What follows belongs to an exercise in optimizing a design on an open flow for small area, a short achievable clock period and few clock cycles per item; a production flow would make more cautious choices.
Where RTL was checked, it was by simulation tests only, not by an equivalence proof against the original.
Only the layout flow was run in run 2; the RTL was not checked for function there.
Power is estimated from default activity; no workload was simulated.

File: flow/design.v
package matmul_pkg;
    localparam int DEF_DATA_WIDTH = 8;
    localparam int DEF_BUS_WIDTH  = 16;
    localparam int DEF_DIM        = 4;
endpackage
module pe_sat
#(
    parameter int DATA_WIDTH = 8,
    parameter int BUS_WIDTH  = 16
) (
    input  logic                  clk_i,
    input  logic                  clr_i,     
    input  logic                  load_i,    
    input  logic [BUS_WIDTH-1:0]  init_i,
    input  logic [3:0]            bo_one,    
    input  logic [3:0]            bo_two,
    input  logic [3:0]            bo_neg,
    input  logic [DATA_WIDTH-1:0] a_i,
    output logic [BUS_WIDTH-1:0]  acc_o,
    output logic                  flag_o
);
    logic [16:0] s_q, c_q, s_d, c_d;
    logic [16:0] sum;
    logic        overflow, flag_q, flag_d;
    logic [15:0] res, base;
    logic pp1, pp2, pp3, pp4, pp5, pp6, pp7, pp8, pp9, pp10, pp11, pp12, pp13, pp14, pp15, pp16, pp17, pp18, pp19, pp20, pp21, pp22, pp23, pp24, pp25, pp26, pp27, pp28, pp29, pp30, pp31, pp32, pp33, pp34, pp35, pp36, pp37, pp38, pp39, pp40, fs41, fc42, fs43, fc44, fs45, fc46, fs47, fc48, fs49, fc50, hs51, hc52, fs53, fc54, fs55, fc56, fs57, fc58, fs59, fc60, fs61, fc62, fs63, fc64, fs65, fc66, fs67, fc68, fs69, fc70, hs71, hc72, fs73, fc74, fs75, fc76, fs77, fc78, fs79, fc80, fs81, fc82, fs83, fc84, fs85, fc86, fs87, fc88, fs89, fc90, fs91, fc92, fs93, fc94, hs95, hc96, fs97, fc98, fs99, fc100, fs101, fc102, fs103, fc104, fs105, fc106, hs107, hc108, fs109, fc110, fs111, fc112, fs113, fc114, fs115, fc116, fs117, fc118;
    assign sum      = s_q + c_q;
    assign overflow = sum[16] != sum[15];
    assign res      = overflow ? {sum[16], {15{!sum[16]}}} : sum[15:0];
    assign acc_o    = res;
    assign flag_o   = flag_q || overflow;
    always_comb begin
        if (clr_i)       base = '0;
        else if (load_i) base = init_i;
        else             base = res;
    end
    assign flag_d = !(clr_i || load_i) && (flag_q || overflow);
    assign pp1 = ((bo_one[0] & a_i[0]) | (bo_two[0] & 1'b0)) ^ bo_neg[0];
    assign pp2 = ((bo_one[0] & a_i[1]) | (bo_two[0] & a_i[0])) ^ bo_neg[0];
    assign pp3 = ((bo_one[0] & a_i[2]) | (bo_two[0] & a_i[1])) ^ bo_neg[0];
    assign pp4 = ((bo_one[0] & a_i[3]) | (bo_two[0] & a_i[2])) ^ bo_neg[0];
    assign pp5 = ((bo_one[0] & a_i[4]) | (bo_two[0] & a_i[3])) ^ bo_neg[0];
    assign pp6 = ((bo_one[0] & a_i[5]) | (bo_two[0] & a_i[4])) ^ bo_neg[0];
    assign pp7 = ((bo_one[0] & a_i[6]) | (bo_two[0] & a_i[5])) ^ bo_neg[0];
    assign pp8 = ((bo_one[0] & a_i[7]) | (bo_two[0] & a_i[6])) ^ bo_neg[0];
    assign pp9 = ((bo_one[0] & a_i[7]) | (bo_two[0] & a_i[7])) ^ bo_neg[0];
    assign pp10 = ~pp9;
    assign pp11 = ((bo_one[1] & a_i[0]) | (bo_two[1] & 1'b0)) ^ bo_neg[1];
    assign pp12 = ((bo_one[1] & a_i[1]) | (bo_two[1] & a_i[0])) ^ bo_neg[1];
    assign pp13 = ((bo_one[1] & a_i[2]) | (bo_two[1] & a_i[1])) ^ bo_neg[1];
    assign pp14 = ((bo_one[1] & a_i[3]) | (bo_two[1] & a_i[2])) ^ bo_neg[1];
    assign pp15 = ((bo_one[1] & a_i[4]) | (bo_two[1] & a_i[3])) ^ bo_neg[1];
    assign pp16 = ((bo_one[1] & a_i[5]) | (bo_two[1] & a_i[4])) ^ bo_neg[1];
    assign pp17 = ((bo_one[1] & a_i[6]) | (bo_two[1] & a_i[5])) ^ bo_neg[1];
    assign pp18 = ((bo_one[1] & a_i[7]) | (bo_two[1] & a_i[6])) ^ bo_neg[1];
    assign pp19 = ((bo_one[1] & a_i[7]) | (bo_two[1] & a_i[7])) ^ bo_neg[1];
    assign pp20 = ~pp19;
    assign pp21 = ((bo_one[2] & a_i[0]) | (bo_two[2] & 1'b0)) ^ bo_neg[2];
    assign pp22 = ((bo_one[2] & a_i[1]) | (bo_two[2] & a_i[0])) ^ bo_neg[2];
    assign pp23 = ((bo_one[2] & a_i[2]) | (bo_two[2] & a_i[1])) ^ bo_neg[2];
    assign pp24 = ((bo_one[2] & a_i[3]) | (bo_two[2] & a_i[2])) ^ bo_neg[2];
    assign pp25 = ((bo_one[2] & a_i[4]) | (bo_two[2] & a_i[3])) ^ bo_neg[2];
    assign pp26 = ((bo_one[2] & a_i[5]) | (bo_two[2] & a_i[4])) ^ bo_neg[2];
    assign pp27 = ((bo_one[2] & a_i[6]) | (bo_two[2] & a_i[5])) ^ bo_neg[2];
    assign pp28 = ((bo_one[2] & a_i[7]) | (bo_two[2] & a_i[6])) ^ bo_neg[2];
    assign pp29 = ((bo_one[2] & a_i[7]) | (bo_two[2] & a_i[7])) ^ bo_neg[2];
    assign pp30 = ~pp29;
    assign pp31 = ((bo_one[3] & a_i[0]) | (bo_two[3] & 1'b0)) ^ bo_neg[3];
    assign pp32 = ((bo_one[3] & a_i[1]) | (bo_two[3] & a_i[0])) ^ bo_neg[3];
    assign pp33 = ((bo_one[3] & a_i[2]) | (bo_two[3] & a_i[1])) ^ bo_neg[3];
    assign pp34 = ((bo_one[3] & a_i[3]) | (bo_two[3] & a_i[2])) ^ bo_neg[3];
    assign pp35 = ((bo_one[3] & a_i[4]) | (bo_two[3] & a_i[3])) ^ bo_neg[3];
    assign pp36 = ((bo_one[3] & a_i[5]) | (bo_two[3] & a_i[4])) ^ bo_neg[3];
    assign pp37 = ((bo_one[3] & a_i[6]) | (bo_two[3] & a_i[5])) ^ bo_neg[3];
    assign pp38 = ((bo_one[3] & a_i[7]) | (bo_two[3] & a_i[6])) ^ bo_neg[3];
    assign pp39 = ((bo_one[3] & a_i[7]) | (bo_two[3] & a_i[7])) ^ bo_neg[3];
    assign pp40 = ~pp39;
    assign fs41 = bo_neg[0] ^ pp1 ^ base[0];
    assign fc42 = (bo_neg[0] & pp1) | (bo_neg[0] & base[0]) | (pp1 & base[0]);
    assign fs43 = pp2 ^ base[1] ^ fc42;
    assign fc44 = (pp2 & base[1]) | (pp2 & fc42) | (base[1] & fc42);
    assign fs45 = bo_neg[1] ^ pp3 ^ pp11;
    assign fc46 = (bo_neg[1] & pp3) | (bo_neg[1] & pp11) | (pp3 & pp11);
    assign fs47 = base[2] ^ fs45 ^ fc44;
    assign fc48 = (base[2] & fs45) | (base[2] & fc44) | (fs45 & fc44);
    assign fs49 = pp4 ^ pp12 ^ base[3];
    assign fc50 = (pp4 & pp12) | (pp4 & base[3]) | (pp12 & base[3]);
    assign hs51 = fc46 ^ fs49;
    assign hc52 = fc46 & fs49;
    assign fs53 = bo_neg[2] ^ pp5 ^ pp13;
    assign fc54 = (bo_neg[2] & pp5) | (bo_neg[2] & pp13) | (pp5 & pp13);
    assign fs55 = pp21 ^ base[4] ^ fs53;
    assign fc56 = (pp21 & base[4]) | (pp21 & fs53) | (base[4] & fs53);
    assign fs57 = fc50 ^ fs55 ^ hc52;
    assign fc58 = (fc50 & fs55) | (fc50 & hc52) | (fs55 & hc52);
    assign fs59 = pp6 ^ pp14 ^ pp22;
    assign fc60 = (pp6 & pp14) | (pp6 & pp22) | (pp14 & pp22);
    assign fs61 = base[5] ^ fc54 ^ fs59;
    assign fc62 = (base[5] & fc54) | (base[5] & fs59) | (fc54 & fs59);
    assign fs63 = fc56 ^ fs61 ^ fc58;
    assign fc64 = (fc56 & fs61) | (fc56 & fc58) | (fs61 & fc58);
    assign fs65 = bo_neg[3] ^ pp7 ^ pp15;
    assign fc66 = (bo_neg[3] & pp7) | (bo_neg[3] & pp15) | (pp7 & pp15);
    assign fs67 = pp23 ^ pp31 ^ base[6];
    assign fc68 = (pp23 & pp31) | (pp23 & base[6]) | (pp31 & base[6]);
    assign fs69 = fc60 ^ fs65 ^ fs67;
    assign fc70 = (fc60 & fs65) | (fc60 & fs67) | (fs65 & fs67);
    assign hs71 = fc62 ^ fs69;
    assign hc72 = fc62 & fs69;
    assign fs73 = pp8 ^ pp16 ^ pp24;
    assign fc74 = (pp8 & pp16) | (pp8 & pp24) | (pp16 & pp24);
    assign fs75 = pp32 ^ base[7] ^ fc66;
    assign fc76 = (pp32 & base[7]) | (pp32 & fc66) | (base[7] & fc66);
    assign fs77 = fs73 ^ fc68 ^ fs75;
    assign fc78 = (fs73 & fc68) | (fs73 & fs75) | (fc68 & fs75);
    assign fs79 = fc70 ^ fs77 ^ hc72;
    assign fc80 = (fc70 & fs77) | (fc70 & hc72) | (fs77 & hc72);
    assign fs81 = ~(pp10 ^ pp17);
    assign fc82 = pp10 | pp17;
    assign fs83 = pp25 ^ pp33 ^ base[8];
    assign fc84 = (pp25 & pp33) | (pp25 & base[8]) | (pp33 & base[8]);
    assign fs85 = fc74 ^ fs81 ^ fs83;
    assign fc86 = (fc74 & fs81) | (fc74 & fs83) | (fs81 & fs83);
    assign fs87 = fc76 ^ fs85 ^ fc78;
    assign fc88 = (fc76 & fs85) | (fc76 & fc78) | (fs85 & fc78);
    assign fs89 = ~(pp18 ^ pp26);
    assign fc90 = pp18 | pp26;
    assign fs91 = pp34 ^ base[9] ^ fc82;
    assign fc92 = (pp34 & base[9]) | (pp34 & fc82) | (base[9] & fc82);
    assign fs93 = fs89 ^ fc84 ^ fs91;
    assign fc94 = (fs89 & fc84) | (fs89 & fs91) | (fc84 & fs91);
    assign hs95 = fc86 ^ fs93;
    assign hc96 = fc86 & fs93;
    assign fs97 = pp20 ^ pp27 ^ pp35;
    assign fc98 = (pp20 & pp27) | (pp20 & pp35) | (pp27 & pp35);
    assign fs99 = base[10] ^ fc90 ^ fs97;
    assign fc100 = (base[10] & fc90) | (base[10] & fs97) | (fc90 & fs97);
    assign fs101 = fc92 ^ fs99 ^ fc94;
    assign fc102 = (fc92 & fs99) | (fc92 & fc94) | (fs99 & fc94);
    assign fs103 = ~(pp28 ^ pp36);
    assign fc104 = pp28 | pp36;
    assign fs105 = base[11] ^ fc98 ^ fs103;
    assign fc106 = (base[11] & fc98) | (base[11] & fs103) | (fc98 & fs103);
    assign hs107 = fc100 ^ fs105;
    assign hc108 = fc100 & fs105;
    assign fs109 = pp30 ^ pp37 ^ base[12];
    assign fc110 = (pp30 & pp37) | (pp30 & base[12]) | (pp37 & base[12]);
    assign fs111 = fc104 ^ fs109 ^ fc106;
    assign fc112 = (fc104 & fs109) | (fc104 & fc106) | (fs109 & fc106);
    assign fs113 = ~(pp38 ^ base[13]);
    assign fc114 = pp38 | base[13];
    assign fs115 = fc110 ^ fs113 ^ fc112;
    assign fc116 = (fc110 & fs113) | (fc110 & fc112) | (fs113 & fc112);
    assign fs117 = pp40 ^ base[14] ^ fc114;
    assign fc118 = (pp40 & base[14]) | (pp40 & fc114) | (base[14] & fc114);
    assign s_d[0] = fs41;
    assign c_d[0] = 1'b0;
    assign s_d[1] = fs43;
    assign c_d[1] = 1'b0;
    assign s_d[2] = fs47;
    assign c_d[2] = 1'b0;
    assign s_d[3] = fc48;
    assign c_d[3] = hs51;
    assign s_d[4] = fs57;
    assign c_d[4] = 1'b0;
    assign s_d[5] = fs63;
    assign c_d[5] = 1'b0;
    assign s_d[6] = fc64;
    assign c_d[6] = hs71;
    assign s_d[7] = fs79;
    assign c_d[7] = 1'b0;
    assign s_d[8] = fc80;
    assign c_d[8] = fs87;
    assign s_d[9] = fc88;
    assign c_d[9] = hs95;
    assign s_d[10] = hc96;
    assign c_d[10] = fs101;
    assign s_d[11] = fc102;
    assign c_d[11] = hs107;
    assign s_d[12] = hc108;
    assign c_d[12] = fs111;
    assign s_d[13] = fs115;
    assign c_d[13] = 1'b0;
    assign s_d[14] = fc116;
    assign c_d[14] = fs117;
    assign s_d[15] = ~base[15];
    assign c_d[15] = fc118;
    assign s_d[16] = 1'b1;
    assign c_d[16] = 1'b0;
    always_ff @(posedge clk_i) begin
        s_q    <= s_d;
        c_q    <= c_d;
        flag_q <= flag_d;
    end
endmodule
module matmul_engine
#(
    parameter int DATA_WIDTH = matmul_pkg::DEF_DATA_WIDTH,
    parameter int BUS_WIDTH  = matmul_pkg::DEF_BUS_WIDTH,
    parameter int DIM        = matmul_pkg::DEF_DIM
) (
    input  logic                          clk_i,
    input  logic                          rst_i,
    input  logic                          start_i,
    input  logic                          mode_i,
    input  logic [DIM*DATA_WIDTH-1:0]     a_col_i,
    input  logic [DIM*DATA_WIDTH-1:0]     b_row_i,
    input  logic                          op_valid_i,
    output logic                          op_ready_o,
    input  logic [DIM*DIM*BUS_WIDTH-1:0]  c_i,
    output logic [DIM*DIM*BUS_WIDTH-1:0]  m_o,
    output logic [DIM*DIM-1:0]            flags_o,
    output logic                          busy_o,
    output logic                          done_o,
    output logic [$clog2(DIM+1)-1:0]      beat_cnt_o
);
    localparam int CW = $clog2(DIM + 1);
    logic          busy_q, done_q;
    logic [CW-1:0] beat_cnt_q;
    logic          start_ok, accept, last;
    assign start_ok = start_i && !busy_q && !rst_i;
    assign accept   = op_valid_i && busy_q && !rst_i;
    assign last     = (beat_cnt_q == CW'(DIM - 1));
    always_ff @(posedge clk_i) begin
        if (rst_i) begin
            busy_q     <= 1'b0;
            done_q     <= 1'b0;
            beat_cnt_q <= '0;
        end else begin
            done_q <= accept && last;
            if (start_ok) begin
                busy_q     <= 1'b1;
                beat_cnt_q <= '0;
            end else if (accept) begin
                beat_cnt_q <= beat_cnt_q + CW'(1);
                if (last) busy_q <= 1'b0;
            end
        end
    end
    assign op_ready_o = busy_q;
    assign busy_o     = busy_q;
    assign done_o     = done_q;
    assign beat_cnt_o = beat_cnt_q;
    logic [3:0] bo_one [DIM];
    logic [3:0] bo_two [DIM];
    logic [3:0] bo_neg [DIM];
    for (genvar j = 0; j < DIM; j++) begin : g_booth
        logic [DATA_WIDTH:0] bx;
        assign bx = {b_row_i[j*DATA_WIDTH +: DATA_WIDTH], 1'b0};
        for (genvar k = 0; k < 4; k++) begin : g_digit
            logic hi, mid, lo;
            assign lo  = bx[2*k];
            assign mid = bx[2*k+1];
            assign hi  = bx[2*k+2];
            assign bo_one[j][k] = accept && (mid ^ lo);
            assign bo_two[j][k] = accept && ((hi && !mid && !lo) || (!hi && mid && lo));
            assign bo_neg[j][k] = hi;
        end
    end
    for (genvar i = 0; i < DIM; i++) begin : g_row
        for (genvar j = 0; j < DIM; j++) begin : g_col
            pe_sat #(
                .DATA_WIDTH (DATA_WIDTH),
                .BUS_WIDTH  (BUS_WIDTH)
            ) u_pe (
                .clk_i  (clk_i),
                .clr_i  (rst_i),
                .load_i (start_ok),
                .init_i (mode_i ? c_i[(i*DIM+j)*BUS_WIDTH +: BUS_WIDTH] : '0),
                .bo_one (bo_one[j]),
                .bo_two (bo_two[j]),
                .bo_neg (bo_neg[j]),
                .a_i    (a_col_i[i*DATA_WIDTH +: DATA_WIDTH]),
                .acc_o  (m_o[(i*DIM+j)*BUS_WIDTH +: BUS_WIDTH]),
                .flag_o (flags_o[i*DIM+j])
            );
        end
    end
endmodule
File: flow/flow/run.sh
#!/bin/bash
# The standard layout with two changes to how it is made:
# - plain buf_1 cells as the input and output port buffers (every port still
#   gets its own buffer);
# - yosys synth without its internal "abc -fast" pre-mapping (-noabc), so
#   that the adder extraction sees the full-adder tree as written. Registers
#   and their names are the same as in the standard synthesis.
# The make output goes to standard.log; ORFS's per-step logs stay under
# orfs/logs/.
set -euo pipefail
export BUFFER_PORTS_ARGS="-buffer_cell sky130_fd_sc_hd__buf_1"
export SYNTH_ARGS="-noabc"
bash standard.sh > standard.log 2>&1
File: flow/standard.sh
#!/bin/bash
# synth_recipe.tcl (not shown) runs the flow's synth.tcl, then flattens the netlist and writes it again
# the make line also repeats each setting of config.mk as NAME=value (left out here)
make -C /OpenROAD-flow-scripts/flow DESIGN_CONFIG=/design/flow/config.mk WORK_HOME=/design/flow/orfs CLKGATE_MAP_FILE= SYNTH_SCRIPT=/design/flow/synth_recipe.tcl "${@:-finish}"
File: flow/config.mk
export PLATFORM = sky130hd
export DESIGN_NAME = matmul_engine
export DESIGN_NICKNAME = matmul_engine
export VERILOG_FILES = /design/flow/design.v
export SDC_FILE = /design/flow/constraint.sdc
export NUM_CORES = 4
export LEC_CHECK = 0
export ABC_AREA = 1
export CAP_MARGIN = 20
export CORE_MARGIN = 2
export CORE_UTILIZATION = 30
export SETUP_SLACK_MARGIN = 2.6
export SLEW_MARGIN = 20
File: flow/constraint.sdc
create_clock -name core_clock -period 7.0 [get_ports {clk_i}]
set_input_delay 1.4000 -clock core_clock [delete_from_list [all_inputs] [get_ports {clk_i}]]
set_output_delay 1.4000 -clock core_clock [all_outputs]
set_load 0.01 [all_outputs]
==> Implementation_results.wiki, run 1 <==
{| class="wikitable"
! Metric !! Value
|-
| Status || complete, no violations
|-
| Combinational Power Share || 0.745
|-
| Final ANT Viol Nets || 0
|-
| Gr ovfl total || 0
|-
| Count of flip-flops with a built-in enable after synthesis || 0
|-
| Internal power || 13.3 mW
|-
| Cell area reported after detailed placement || 50400 sq um
|-
| Family with the most delay on the worst path || adder cells
|-
| Power consumption || 30.2 mW
|-
| Setup violators final || 0
|-
| Iteration count of the initial detailed-routing pass || 6
|-
| Clock edge transition at the registers on the reported setup and hold paths || 0.07 ns
|-
| Hold buffers post-CTS || 0
|-
| CTS root buffer || clkbuf_16
|-
| Initial standard-cell utilization of the core || 0.302
|-
| Measured slew at the worst slew-check pin || 1.17 ns
|-
| Worst slew slack as a fraction of its limit || 0.220
|-
| R2r startpoint || g_row[3].g_col[0].u_pe.s_q[11]
|-
| Launch point of the worst hold path || g_row[2].g_col[3].u_pe.flag_q
|-
| Final Core Density || 0.347
|-
| CTS tree || done
|-
| Most prevalent standard cell on the critical path || fa_1
|-
| Wire length of the first global-routing pass || 260000 microns
|-
| Kind of critical path || input port to flip-flop
|-
| Share of flip-flops with an asynchronous set or reset || 0
|-
| Net switching power of the design || 16.9 mW
|-
| Filler-free cell count of the finished design || 8476
|-
| Maximum vdd ir drop || 450 uV
|-
| Distinct cells, synth || 41
|-
| Data arrival, critical path || 4.87 ns
|-
| Total number of clock tree sinks || 421
|-
| Clock buffer depth || 3
|-
| Standard-cell row count || 144
|-
| Cells along the critical path || clkbuf_2 -> buf_6 -> nand2_1 -> o2111ai_4 -> buf_4 -> o22ai_1 -> xor2_1 -> fa_1 -> fa_1 -> fa_1 -> fa_1
|-
| Post-synthesis register bit count || 421
|-
| DRC violation total after the first TritonRoute iteration || 3336
|-
| NumNets Final || 7517
|-
| Clock buffer count from CTS || 59
|-
| Fraction of layout cells with a size suffix above 1 || 0.0715
|-
| Total via count in the routed design || 41512
|-
| Post-synthesis instance area || 46400 sq um
|-
| Master of the slowest instance on the critical path || fa_1
|-
| Minimum period implied by the final worst setup slack || 4.32 ns
|-
| Via count normalized by instance count || 4.90
|-
| Count of endpoints failing hold in the final timing report || 0
|-
| IO Port Bufs || 602
|-
| Setup repair after global routing missed its margin || true
|-
| Power density normalized to cell area || 566 nW/um^2
|-
| Mean instance size in the synthesized netlist || 7.80 sq um
|-
| Highest cell delay on the worst timing path || 0.53 ns
|-
| Largest net degree at the start of global routing || 100
|-
| Top flip-flop cell by instance count after synthesis || dfxtp_1
|-
| Antenna violations before repair || 29
|-
| Count of boundary I/O pins || 603
|-
| Finished Cell Area || 53300 sq um
|-
| Instance count of the mapped netlist || 5949
|-
| Maximum clock frequency || 231 MHz
|-
| Start point of the critical path || b_row_i[3]
|-
| H-tree levels || 2
|-
| Clock tree skew after final layout || 0.0170 ns
|-
| Minimum hold slack || 0.480 ns
|-
| Routability Congestion || 0.895
|-
| Nature of the critical path endpoint || flip-flop
|-
| Total Wirelength || 179000 microns
|-
| Core area || 154000 sq um
|-
| Fin. max-slew vios || 0
|-
| Aggregate global-route resource usage || 0.219
|-
| Category of the worst setup path launch point || input port
|-
| Largest fanout on the critical path || 32
|-
| Vias in the first global route || 40860
|-
| # fillers || 16417
|-
| Fraction of the yosys area taken by sequential cells || 0.182
|-
| Critical path data required time || 7.55 ns
|-
| Number of nets produced by synthesis || 7092
|-
| Max-capacitance violation count || 0
|-
| Setup total negative slack || 0 ns
|-
| Area added between synthesis and finish || 14.9%
|-
| Min setup slack post-route || 2.68 ns
|-
| Fin crit share || 0.617
|-
| Clock network latency to the later pin of the worst-skew pair || 0.67 ns
|-
| Die area || 158000 sq um
|-
| Clock power frac || 0.107
|-
| Portion of total power attributed to sequential cells || 0.147
|-
| Yosys warning total || 8
|-
| DRC || 0
|-
| Number of placed instances with taps included || 8324
|-
| Hold crit path type || flip-flop to flip-flop
|-
| Die W || 397 microns
|-
| Static Leakage || 26.3 nW
|-
| Estimated wirelength of the detail-placed design || 139000 microns
|-
| Buffers and inverters on the worst path || 3
|-
| Die Y || 397 microns
|-
| Switching portion of total power || 0.558
|-
| Routed wire per std cell || 21.1 microns
|-
| Worst setup slack after placement || 0.995 ns
|}
cell families after synthesis:
family	Yosys count	share of synthesized area
DFF	421	0.182
AOI/OAI and AO/OA	712	0.103
adders and majority gates	818	0.301
xor gates and xnor gates	656	0.124
and+or+nand+nor	2330	0.202
buffers and inverters	1012	0.0897
synthesized netlist by cell type (3+ instances only):
cell	instances	area, sq um
o2111ai_1	12	105
a21boi_0	62	465
buf_4	35	263
o21ai_1	9	45.0
o21ai_0	51	255
inv_1	636	2390
buf_6	9	101
nor2b_1	3	18.8
a31oi_1	8	50.1
nand4_1	35	219
fa_1	496	9930
a21oi_1	79	395
buf_2	132	661
nand2_2	18	113
nand2_1	1810	6790
nand3b_1	15	113
inv_2	10	37.5
o21bai_1	6	45.0
xor2_1	625	5470
nor2_1	238	893
nand3_1	166	831
o22ai_2	50	626
and2_1	4	25.0
dfxtp_1	421	8430
o22ai_1	399	2500
nand3_2	17	170
o21a_1	24	180
buf_1	48	180
xnor2_1	31	272
clkbuf_1	142	533
nor2_2	14	87.6
a21o_1	8	60.1
or2_1	4	25.0
a21oi_2	4	35.0
ha_1	322	4030
sequential cells by signal (all words and copies together), names as in the netlist:
signal                   flops
beat_cnt_q                   3
busy_q                       1
done_q                       1
g_row.g_col.u_pe.c_q       144
g_row.g_col.u_pe.flag_q     16
g_row.g_col.u_pe.s_q       256
worst register-to-register path: stages, from the launching register on:
cell	delay, ns
dfxtp_1	0.32
ha_1	0.37
nand2_1	0.17
inv_1	0.05
nand2_1	0.06
nand2_1	0.07
nand2_1	0.07
nand2_1	0.08
nor2_4	0.18
nand3_4	0.22
nand2_1	0.14
nand2_1	0.15
a21boi_0	0.91
fa_1	0.34
inv_1	0.06
fa_1	0.40
inv_1	0.09
fa_1	0.42
inv_1	0.06
path summary, 6_finish.rpt:
path	endpoint	slack, ns	depth (start not counted)
hold / removal	g_row[2].g_col[3].u_pe.flag_q	0.48	2
setup reg to reg	g_row[3].g_col[0].u_pe.s_q[13]	2.78	18
setup / recovery	g_row[3].g_col[0].u_pe.s_q[5]	2.68	11
hold reg to reg	g_row[2].g_col[3].u_pe.flag_q	0.48	2
layer usage:
metal,global-route usage,routed length [microns],up-vias
met5,0,193,-
li1,-,-,19630
met4,0.0939,7490,24
met1,0.291,77600,19909
met2,0.337,78500,1674
met3,0.0560,15200,275
area by class of cell:
cell class,count,area (sq um),share of cell area
timing repair inverter,1,8.76,0.000164
inverter,646,2480,0.0465
clock inverter,31,380,0.00713
antenna,9,22.5,0.000422
tap,2044,2560,0.0479
clock buffer,79,1690,0.0318
sequential,421,8430,0.158
timing repair buffer,728,3460,0.0649
multi-input combinational,4517,34300,0.643
layout by cell type (no fill, tap or decap), types with 9 or more instances in the layout:
cell,n
inv_2,18
nand2_2,16
nand2_1,1794
buf_1,570
o21a_1,24
nor2_2,13
fa_1,482
buf_12,9
clkbuf_16,61
nand3_2,12
nand4_1,35
buf_6,11
o22ai_2,53
xor2_1,625
nand3_1,163
nand2_4,18
diode_2,9
inv_1,610
nand3_4,10
clkinv_2,14
clkbuf_2,18
a21oi_1,77
nand3b_1,15
clkbuf_8,11
o21ai_1,10
clkinvlp_4,11
o22ai_1,396
buf_4,106
nor2_1,235
fa_2,14
a21boi_0,62
ha_1,321
o21ai_0,49
dfxtp_1,420
xnor2_1,31
power groups by stage:
stage          clock, mW  combinational [mW]  sequential, mW
5_1_grt             3.42                25.6            4.56
3_5_place_dp           0                22.0            4.47
2_1_floorplan          0                14.8            4.29
4_1_cts             3.33                22.4            4.45
3_3_place_gp           0                21.6            4.49
6_report            3.24                22.5            4.45
what timing repair did:
| action | CTS | global route |
|---|---|---|
| endpoints found under the setup margin | 288 | 196 |
| buffers inserted | 18 | 11 |
| cloned | 0 | 2 |
| pin swaps | 3 | 6 |
| hold endpoints to repair | 0 | 0 |
| resized for setup | 50 | 87 |
Testbench counts, summed over its fixed seeds: cycles 8,008, items 1,600.
==> run 2, diff against run 1 <==
--- a/flow/design.v
+++ b/flow/design.v
@@ -29,11 +29,15 @@
     assign res      = overflow ? {sum[16], {15{!sum[16]}}} : sum[15:0];
     assign acc_o    = res;
     assign flag_o   = flag_q || overflow;
-    always_comb begin
-        if (clr_i)       base = '0;
-        else if (load_i) base = init_i;
-        else             base = res;
-    end
+    logic keep, take_sat, take_sum;
+    logic [15:0] sat_val;
+    assign keep     = !(clr_i || load_i);
+    assign take_sat = keep && overflow;
+    assign take_sum = keep && !overflow;
+    assign sat_val  = {sum[16], {15{!sum[16]}}};
+    assign base     = ({16{load_i && !clr_i}} & init_i)
+                    | ({16{take_sat}} & sat_val)
+                    | ({16{take_sum}} & sum[15:0]);
     assign flag_d = !(clr_i || load_i) && (flag_q || overflow);
     assign pp1 = ((bo_one[0] & a_i[0]) | (bo_two[0] & 1'b0)) ^ bo_neg[0];
     assign pp2 = ((bo_one[0] & a_i[1]) | (bo_two[0] & a_i[0])) ^ bo_neg[0];
--- a/flow/config.mk
+++ b/flow/config.mk
@@ -8,6 +8,6 @@
 export ABC_AREA = 1
 export CAP_MARGIN = 20
 export CORE_MARGIN = 2
-export CORE_UTILIZATION = 30
+export CORE_UTILIZATION = 40
 export SETUP_SLACK_MARGIN = 2.6
 export SLEW_MARGIN = 20
==> Implementation_results.wiki, run 2 <==
{| class="wikitable"
! Metric !! Value
|-
| Status || complete, no violations
|-
| Synth cell count leaders || nand2_1 (1809), inv_1 (721), xor2_1 (624)
|-
| Number of flip-flops in the largest register || 256
|-
| Clock tree skew after final layout || 0.0203 ns
|-
| Total number of clock tree sinks || 421
|-
| Standard-cell row count || 125
|-
| Maximum clock frequency || 231 MHz
|-
| Post-synthesis register bit count || 421
|-
| Post-synthesis instance area || 47100 sq um
|-
| Clock edge transition at the registers on the reported setup and hold paths || 0.06 ns
|-
| Setup total negative slack || 0 ns
|-
| Clock buffer depth || 3
|-
| Aggregate global-route resource usage || 0.281
|-
| Kind of critical path || input port to flip-flop
|-
| CTS root buffer || clkbuf_16
|-
| Measured slew at the worst slew-check pin || 1.13 ns
|-
| Initial standard-cell utilization of the core || 0.404
|-
| Maximum vdd ir drop || 379 uV
|-
| Top register by number of flip-flops || g_row.g_col.u_pe.s_q
|-
| Filler-free cell count of the finished design || 8188
|-
| Instance count of the mapped netlist || 6172
|-
| Share of flip-flops with an asynchronous set or reset || 0
|-
| Critical path data required time || 7.55 ns
|-
| Count of flip-flops with a built-in enable after synthesis || 0
|-
| Estimated wirelength of the detail-placed design || 132000 microns
|-
| Setup violators final || 0
|-
| Top Registers || g_row.g_col.u_pe.s_q: 256 flops, g_row.g_col.u_pe.c_q: 144 flops, g_row.g_col.u_pe.flag_q: 16 flops
|-
| Antenna violations before repair || 19
|-
| DR WL met2 || 76500 microns
|-
| # fillers || 11842
|-
| Hold crit path type || flip-flop to flip-flop
|-
| Most used cells in the layout excluding fill and tap cells || nand2_1 (1796), inv_1 (704), xor2_1 (622)
|-
| Die Y || 347 microns
|-
| Wire length of the first global-routing pass || 259000 microns
|-
| Largest net degree at the start of global routing || 103
|-
| Die W || 347 microns
|-
| Number of nets produced by synthesis || 7315
|-
| Top cells by area, synth || fa_1 (21%), dfxtp_1 (18%), nand2_1 (14%)
|-
| DR top layer || met5
|-
| Nature of the critical path endpoint || flip-flop
|-
| Static Leakage || 26.8 nW
|-
| IO Port Bufs || 602
|-
| Clock network latency to the later pin of the worst-skew pair || 0.65 ns
|-
| Hold buffers post-CTS || 0
|-
| Via count normalized by instance count || 5.23
|-
| Count of endpoints failing hold in the final timing report || 0
|-
| Largest fanout on the critical path || 25
|-
| Minimum period implied by the final worst setup slack || 4.33 ns
|-
| Top flip-flop cell by instance count after synthesis || dfxtp_1
|-
| NumNets Final || 7761
|-
| Leading cell type in the layout, fill and taps excluded || nand2_1
|-
| Max-capacitance violation count || 0
|-
| Area added between synthesis and finish || 13.8%
|-
| Number of placed instances with taps included || 8036
|-
| Detail Route met3 WL || 14800 microns
|-
| Total Wirelength || 173000 microns
|-
| DRC || 0
|-
| Worst slew slack as a fraction of its limit || 0.245
|-
| WHS Path Cells || 2
|-
| Fraction of synthesized cell area taken by the top area cell type || 0.211
|-
| Min setup slack post-route || 2.67 ns
|-
| Fraction of the yosys area taken by sequential cells || 0.179
|-
| Yosys warning total || 8
|-
| Power density normalized to cell area || 576 nW/um^2
|-
| Gr ovfl total || 0
|-
| Fin crit share || 0.619
|-
| Routed wire per std cell || 21.2 microns
|-
| Fraction of layout cells with a size suffix above 1 || 0.0698
|-
| Count of boundary I/O pins || 603
|-
| Most frequent cell after synthesis || nand2_1
|-
| Data arrival, critical path || 4.88 ns
|-
| Setup repair after global routing missed its margin || true
|-
| Wire length on met1 || 73400 microns
|-
| Worst setup slack after placement || 1.11 ns
|-
| DRC violation total after the first TritonRoute iteration || 3514
|-
| Core area || 117000 sq um
|-
| Routability Congestion || 0.916
|-
| Vias in the first global route || 42163
|-
| Total via count in the routed design || 42816
|-
| Die area || 121000 sq um
|-
| Iteration count of the initial detailed-routing pass || 6
|-
| H-tree levels || 2
|-
| Top cell type by total area after synthesis || fa_1
|-
| Category of the worst setup path launch point || input port
|-
| Clock buffer count from CTS || 53
|-
| CTS tree || done
|-
| Final ANT Viol Nets || 0
|-
| Distinct cells, synth || 38
|-
| Fin. max-slew vios || 0
|-
| FF-to-FF path depth || 11
|-
| Mean instance size in the synthesized netlist || 7.64 sq um
|}
run 2: cell count changes after synthesis, moves of 4 or more:
cell      previous run  this run
inv_1              636       721
nor2_1             238       322
a21boi_0            62         0
o21ai_0             51       108
a21oi_1             79       121
nand3_1            166       190
or2_2                1        15
clkbuf_1           142       151
a21o_1               8         2
o21a_1              24        18
buf_2              132       127
o21ai_1              9         4
and2_1               4         0
run 2: worst paths after layout:
check / startpoint / to / slack, ns
setup / recovery: b_row_i[29] / g_row[0].g_col[3].u_pe.s_q[13] / 2.67
hold / removal: g_row[0].g_col[2].u_pe.flag_q / g_row[0].g_col[2].u_pe.flag_q / 0.47
setup reg to reg: busy_q / g_row[0].g_col[1].u_pe.s_q[7] / 2.91
hold reg to reg: g_row[0].g_col[2].u_pe.flag_q / g_row[0].g_col[2].u_pe.flag_q / 0.47
run 2: metal layers:
layer / vias to the layer above / track usage
met2: 1772 / 0.444
met4: 22 / 0.118
li1: 20314 / -
met1: 20388 / 0.375
met5: - / 0.00840
met3: 320 / 0.0541
run 2: stage by stage:
stage / hold slack, ns / util / cell area [sq um] / power (mW)
after floorplan: 0.434 / - / 47200 / 19.9
after global placement: 0.448 / 0.434 / 50600 / 27.0
after detailed placement: 0.449 / 0.434 / 50600 / 27.3
after CTS: 0.469 / 0.455 / 53000 / 30.7
after global routing: 0.495 / 0.460 / 53600 / 34.3
final: 0.469 / 0.460 / 53600 / 30.9
run 2: what timing repair did:
item                                    in CTS  in global routing
cloned                                       4                  2
resized for setup                           58                 78
pin swaps                                    6                  9
endpoints found under the setup margin     300                187
buffers inserted                            17                 28
run 2: worst max-delay path, cell delays in order:
cell and delay, ns:
clkbuf_2 0.29, xor2_1 0.25, nand2_1 0.33, buf_4 0.46, o22ai_2 0.13, xor2_1 0.20, fa_1 0.52, fa_1 0.43
inv_1 0.09, fa_1 0.17, inv_1 0.05, fa_1 0.49, inv_1 0.03
run 2: cells by family (layout without fill, tap and decap cells):
| family | after synthesis | after routing | synth area share |
|---|---|---|---|
| other | 0 | 3 | 0 |
| DFF | 421 | 421 | 0.179 |
| adders and majority gates | 818 | 818 | 0.296 |
| and+or+nand+nor | 2443 | 2444 | 0.208 |
| xor gates and xnor gates | 656 | 656 | 0.122 |
| AOI/OAI and AO/OA | 733 | 735 | 0.0993 |
| buffers and inverters | 1101 | 1587 | 0.0954 |
run 2: cell type report:
cell class                 instances  area (sq um)  share of cell area
multi-input combinational       4653         34800               0.648
timing repair inverter             3          23.8            0.000443
inverter                         733          2820              0.0526
antenna                            3          7.51            0.000140
clock buffer                      73          1560              0.0291
sequential                       421          8430               0.157
clock inverter                    25           323             0.00602
tap                             1524          1910              0.0356
timing repair buffer             753          3800              0.0708
run 2: power by group:
part / switching, mW / internal (mW) / leakage (nW)
sequential: 0.600 / 3.90 / 3.54
clock: 1.21 / 1.78 / 0.913
combinational: 15.5 / 7.92 / 22.4

-- re-timing with driven ports --
The flow's constraints put no driver on any port. The routed layouts listed below were extracted and timed again, unchanged, in two steps.
Step 1: set_driving_cell puts a clkbuf_16 on clk_i and a buf_2 on each other input, an assumption about the parent block.
Step 2 also shifts input and output timing later by t, the mid clock arrival at the registers, as if the neighbouring blocks saw the same clock.
a / b / c = no drivers / after step 1 / after step 2; a / b = the first two.
run	shift t [ns]	setup WS [ns]	hold WS [ns]	worst data-port slew with drivers (ns)
run 1	0.732	2.679 / 2.651 / 1.919	0.480 / 0.480 / 0.480	0.27
run 2	0.716	2.666 / 2.622 / 1.953	0.469 / 0.469 / 0.469	0.18
After both steps every run listed still meets setup and hold. The setup slack of run 1, which loses most, moves by -0.028 ns with the drivers and by -0.760 ns with both steps.
